From an optimization exercise on the open Yosys and OpenROAD flow, aimed at small area; shortcuts taken in it are not production practice.
In this exercise RTL edits were held to simulation tests only and were not proved equivalent to the original.
Power figures rest on the tool's default switching activity, not on a simulated workload.

===== design/flow/design.v =====
package core_pkg;
  localparam int unsigned DATA_WIDTH = 32;
  localparam int unsigned ADDR_WIDTH = 5;
  localparam int unsigned REG_ZERO   = 0;
  localparam logic [5:0] OP_OUT = 6'b011100;
  localparam logic [5:0] OP_MOV = 6'b011101;
endpackage
module sat_counter #(
  parameter int unsigned WIDTH = 8
) (
  input  logic             clock,
  input  logic             reset,
  input  logic             increment,
  input  logic             clear,
  output logic [WIDTH-1:0] count
);
  logic [WIDTH-1:0] count_q;
  always_ff @(posedge clock) begin
    if (!reset) begin
      count_q <= '0;
    end else if (increment) begin
      if (clear) begin
        count_q <= WIDTH'(1);
      end else if (count_q != {WIDTH{1'b1}}) begin
        count_q <= count_q + WIDTH'(1);
      end
    end else if (clear) begin
      count_q <= '0;
    end
  end
  assign count = count_q;
endmodule
module register_bank #(
  parameter int unsigned DATA_WIDTH    = core_pkg::DATA_WIDTH,
  parameter int unsigned ADDR_WIDTH    = core_pkg::ADDR_WIDTH,
  parameter int unsigned ERR_CNT_WIDTH = 8
) (
  input  logic                     clock,
  input  logic                     reset,
  input  logic [ADDR_WIDTH-1:0]    readAddrA,
  input  logic [ADDR_WIDTH-1:0]    readAddrB,
  output logic [DATA_WIDTH-1:0]    dataA,
  output logic [DATA_WIDTH-1:0]    dataB,
  input  logic                     writeEnable,
  input  logic [ADDR_WIDTH-1:0]    writeAddr,
  input  logic [DATA_WIDTH-1:0]    writeData,
  input  logic                     aluError,
  input  logic                     outEnable,
  output logic [DATA_WIDTH-1:0]    outData,
  input  logic                     errorClear,
  output logic                     errorFlag,
  output logic [ERR_CNT_WIDTH-1:0] errorCount
);
  localparam int unsigned NumRegs = 2 ** ADDR_WIDTH;
  localparam logic [ADDR_WIDTH-1:0] ZeroAddr = ADDR_WIDTH'(core_pkg::REG_ZERO);
  logic [DATA_WIDTH-1:0] regs_q [NumRegs];
  logic [DATA_WIDTH-1:0] out_q;
  logic                  flag_q;
  logic                  commit;
  logic                  suppress;
  assign commit   = writeEnable && !aluError && (writeAddr != ZeroAddr);
  assign suppress = writeEnable && aluError;
  always_ff @(posedge clock) begin
    if (!reset) begin
      for (int i = 0; i < NumRegs; i++) begin
        regs_q[i] <= '0;
      end
    end else if (commit) begin
      regs_q[writeAddr] <= writeData;
    end
  end
  always_ff @(posedge clock) begin
    if (!reset) begin
      out_q  <= '0;
      flag_q <= 1'b0;
    end else begin
      if (outEnable) begin
        out_q <= writeData;
      end
      if (suppress) begin
        flag_q <= 1'b1;
      end else if (errorClear) begin
        flag_q <= 1'b0;
      end
    end
  end
  sat_counter #(
    .WIDTH (ERR_CNT_WIDTH)
  ) u_err_cnt (
    .clock     (clock),
    .reset     (reset),
    .increment (suppress),
    .clear     (errorClear),
    .count     (errorCount)
  );
  always_comb begin
    dataA = '0;
    dataB = '0;
    if (reset) begin
      if (readAddrA == ZeroAddr) begin
        dataA = '0;
      end else if (commit && (writeAddr == readAddrA)) begin
        dataA = writeData;
      end else begin
        dataA = regs_q[readAddrA];
      end
      if (readAddrB == ZeroAddr) begin
        dataB = '0;
      end else if (commit && (writeAddr == readAddrB)) begin
        dataB = writeData;
      end else begin
        dataB = regs_q[readAddrB];
      end
    end
  end
  assign outData   = out_q;
  assign errorFlag = flag_q;
endmodule

===== design/flow/run.sh =====
#!/bin/bash
# synth_recipe.tcl (not shown) runs the flow's synth.tcl, then flattens the netlist and writes it again
# the make line also repeats each setting of config.mk as NAME=value (left out here)
make -C /OpenROAD-flow-scripts/flow DESIGN_CONFIG=/design/flow/config.mk WORK_HOME=/design/flow/orfs CLKGATE_MAP_FILE= SYNTH_SCRIPT=/design/flow/synth_recipe.tcl finish

===== design/flow/config.mk =====
export PLATFORM = sky130hd
export DESIGN_NAME = register_bank
export DESIGN_NICKNAME = register_bank
export VERILOG_FILES = /design/flow/design.v
export SDC_FILE = /design/flow/constraint.sdc
export NUM_CORES = 4
export LEC_CHECK = 0
export CAP_MARGIN = 20
export CORE_MARGIN = 2
export CORE_UTILIZATION = 45
export PLACE_DENSITY = 0.6
export SLEW_MARGIN = 20

===== design/flow/constraint.sdc =====
create_clock -name core_clock -period 7.0 [get_ports {clock}]
set_input_delay 1.4000 -clock core_clock [delete_from_list [all_inputs] [get_ports {clock}]]
set_output_delay 1.4000 -clock core_clock [all_outputs]
set_load 0.01 [all_outputs]

==> impl_metrics.tcl <==
set metrics [dict create \
    status "finished clean" \
    synth_edf_count 1024 \
    maxCapViolations 0 \
    crit_chain "buf_4, nor2_4, buf_4, a221oi_1, o21ai_0, a211o_1, a21oi_1, clkdlybuf4s50_1" \
    synth-seq-cells 1065 \
    hold_slack_ns 0.472 \
    setup_tns_ns 0 \
    min_period_ns 6.56 \
    gp_congestion 0.907 \
    clockBufferDepth 3 \
    cp_slowest_cell "clkdlybuf4s50_1" \
    grt_pass1_wl_um 297000 \
    synth_top_family_by_area "multiplexers" \
    min_path_type "reg2reg" \
    final_cells 5900 \
    clock_latency_ns 0.75 \
    dp_cells 5669 \
    synth_fa_ha_area_frac 0.000220 \
    start_util 0.453 \
    power.clock.fraction 0.388 \
    antenna_left 0 \
    core_area_um2 126000 \
    dieWidth_um 360 \
    worst_setup_path_start_kind "primary input" \
    fill_cells 10500 \
    avgViaCountPerCell 6.62 \
    crit_buf_inv 3 \
    worst_setup_path_end_kind "primary output" \
    grt_pass1_vias 38200 \
    p_seq_frac 0.477 \
    slew_viol_final 0 \
    cts_root_buf "clkbuf_16" \
    setup_viol 0 \
    crit_top_cell "buf_4" \
    cp_top_family "compound AO/OA/AOI/OAI gates" \
    fin_worst_skew_ns 0.0148 \
    power.switching_mw 4.10 \
    synth_compound_area_frac 0.0631 \
    netlist_instances 4053 \
    core.rowCount 130 \
    yosys.area_share.xor_xnor 0.00231 \
    slew_headroom 0.229 \
    tightest_slew_ns 1.15 \
    grt_usage 0.328 \
    syn_avg_cell_area_um2 14.0 \
    routedWlPerCell_um 36.4 \
    cts-hold-fix-buffers 0 \
    async_flop_share 0 \
    via_count 39100 \
    combPwrFrac 0.135 \
    sw_frac_of_total 0.262 \
    power.density_nw_per_um2 241 \
    synthSimpleGateAreaFrac 0.136 \
    fin_nets 4196 \
    io_pins 158 \
    crit_required_ns 5.60 \
    min_period_over_period 0.937 \
    cts_setup_buffers 0 \
    drtIter0Drc 5914 \
    cts_tree "done" \
    antenna_found_initial 23 \
    stdcell_area_um2 65200 \
    die-area_um2 129000 \
    port_buffers 157 \
    drive_above_1_share 0.201 \
    gr-total-overflow 0 \
    finalHoldViolCount 0 \
    fmax_mhz 152 \
    critPathArrivalTime_ns 5.16 \
    leakagePower_nw 23.0 \
    synth-main-ff-cell "edfxtp_1" \
    hpwl_um 132000 \
    cts_sinks 1065 \
    ir_drop_v 0.000188 \
    die_y_um 360 \
    path_class "in2out" \
    p_int_mw 11.6 \
    synth_area_um2 56900 \
    yosys.cell_types.count 62 \
    wl_um 215000 \
    htreeDepth 3 \
    critical_path.max_fanout 21 \
    syn_to_final_growth_pct 14.6 \
    grt_max_degree 55 \
    drc 0 \
    crit_path_max_incr_delay_ns 0.67 \
    yosys_warnings 2 \
    rsz0062_at_grt "no" \
    place_area_um2 61500 \
    ys_seq_area_frac 0.555 \
    yosys-mux-area-fraction 0.211 \
    cts_resized 0 \
    clk_pin_slew_worst_paths_ns 0.06 \
    dr.pass1.iters 7 \
    cts_buffers 118 \
]
cells by family after synthesis:
kind of cell    after synthesis
xor+xnor                     15
simple gates               1302
compound gates              495
fa+ha+maj                     1
other cells                   1
buf+inv                     440
flops                      1065
mux                         734
placed cells by master, fill, tap and decap left out, drive strengths merged, types with 6 or more instances in the layout:
| cell | synthesis | routed |
|---|---|---|
| xnor2 | 10 | 10 |
| o211ai | 10 | 10 |
| a211oi | 17 | 17 |
| nor2 | 79 | 79 |
| nor3 | 74 | 74 |
| buf | 127 | 230 |
| nand4 | 7 | 7 |
| nor2b | 9 | 9 |
| mux2i | 358 | 358 |
| o22ai | 42 | 42 |
| a22oi | 34 | 34 |
| diode | 0 | 6 |
| clkdlybuf4s50 | 0 | 140 |
| o221ai | 62 | 62 |
| clkinv | 0 | 48 |
| and2 | 998 | 998 |
| a21oi | 99 | 99 |
| mux4 | 370 | 370 |
| o31ai | 6 | 6 |
| bufinv | 0 | 7 |
| nand2 | 59 | 59 |
| conb | 1 | 32 |
| nor4 | 15 | 15 |
| mux2 | 6 | 6 |
| edfxtp | 1024 | 1024 |
| dfxtp | 41 | 41 |
| and3 | 22 | 22 |
| nand2b | 11 | 11 |
| clkbuf | 305 | 160 |
| a221oi | 59 | 59 |
| a211o | 20 | 20 |
| a221o | 45 | 45 |
| o21ai | 74 | 74 |
| nand3 | 14 | 14 |
| inv | 8 | 12 |
path summary, 6_finish.rpt:
check,start,to,slack (ns),cells after the start
min reg2reg,flag_q,flag_q,0.47,2
max,readAddrA[2],dataA[30],0.44,8
max reg2reg,u_err_cnt.count_q[0],u_err_cnt.count_q[4],5.08,6
min,flag_q,flag_q,0.47,2
Yosys cell counts, types with 15 or more instances:
master    count  area (um^2)
a22oi_1      34          255
edfxtp_1   1024        30700
a221o_1      45          450
a21oi_1      99          495
clkbuf_1    304         1140
nor2_1       78          293
dfxtp_1      41          821
o21ai_0      73          365
mux4_2      370         8330
a211oi_1     17          128
mux2i_1     358         3580
and2_1      997         6240
o221ai_1     62          543
buf_1        23         86.3
nand2_1      59          221
a211o_1      20          175
buf_2        68          340
a221oi_1     59          517
o22ai_1      42          263
nor3_1       74          370
nor4_1       15         93.8
buf_4        31          233
and3_1       22          138
final cells by class:
class                   instances  area (um^2)  share of cell area
multi-input cells            2579        24200               0.371
clock inverters                62          488             0.00748
diodes                          6         15.0            0.000230
clock buffers                 160         3200              0.0491
repair buffers                370         3650              0.0559
well taps                    1650         2060              0.0317
flip-flops and latches       1065        31600               0.484
inverters                       8         35.0            0.000537
worst reg2reg max path: cells and delay by family, from the launching register on:
kind / cells / cell delay (ns)
AND/OR/NAND/NOR: 3 / 0.42
adder cells (fa/ha/maj): 1 / 0.26
AO/OA/AOI/OAI: 1 / 0.58
XOR/XNOR: 1 / 0.16
flip-flops: 1 / 0.37
through the flow:
stage                util  worst slack [ns]  total power [mW]
CTS                 0.519             0.696              15.6
detailed placement  0.489             0.691              9.66
finish              0.519             0.440              15.7
floorplan               -              1.96              8.72
global placement    0.489             0.665              9.65
global route        0.519             0.530              16.0
routing by layer:
| layer | vias to the layer above | wire (um) | global-route usage |
|---|---|---|---|
| li1 | 15800 | - | - |
| met1 | 20000 | 81200 | 0.439 |
| met5 | - | 77 | 0 |
| met3 | 527 | 29300 | 0.109 |
| met2 | 2786 | 95300 | 0.492 |
| met4 | 12 | 9090 | 0.133 |
power by group through the flow:
stage / clock network (mW) / logic [mW] / registers, mW
floorplan: 0 / 1.15 / 7.58
global placement: 0 / 2.06 / 7.59
detailed placement: 0 / 2.05 / 7.61
CTS: 6.10 / 2.06 / 7.48
global route: 6.35 / 2.17 / 7.52
finish: 6.08 / 2.12 / 7.49
sequential cells by signal, indices dropped and copies added, names as in the netlist:
signal and cells:
flag_q 1, regs_q 1024, u_err_cnt.count_q 8, out_q 32

==> static timing again, ports no longer ideal <==
The results above use ideal ports. As a check the final layout listed here was re-extracted and re-timed, cells and wires unchanged.
Step 1 sets driving cells, clkbuf_16 on the clock port and buf_2 on the other inputs (assumed; they add their load-dependent delay and slew).
Step 2, shift: input delay + t, output delay - t, t = (earliest + latest rising clock arrival at the registers) / 2. This alone moves slack from input paths to output paths.
a / b / c = ideal ports / drivers / drivers and shift; a / b = the first two.
shift t [ns]: 0.826
setup WS [ns]: 0.440 / 0.404 / 0.404
clock arrival spread, ns: 0.030 / 0.029
pins driven straight from the clock port: 1
After both steps setup and hold are still met in this run. For this run, drivers alone change the setup slack by -0.036 ns; drivers and shift together by -0.036 ns.
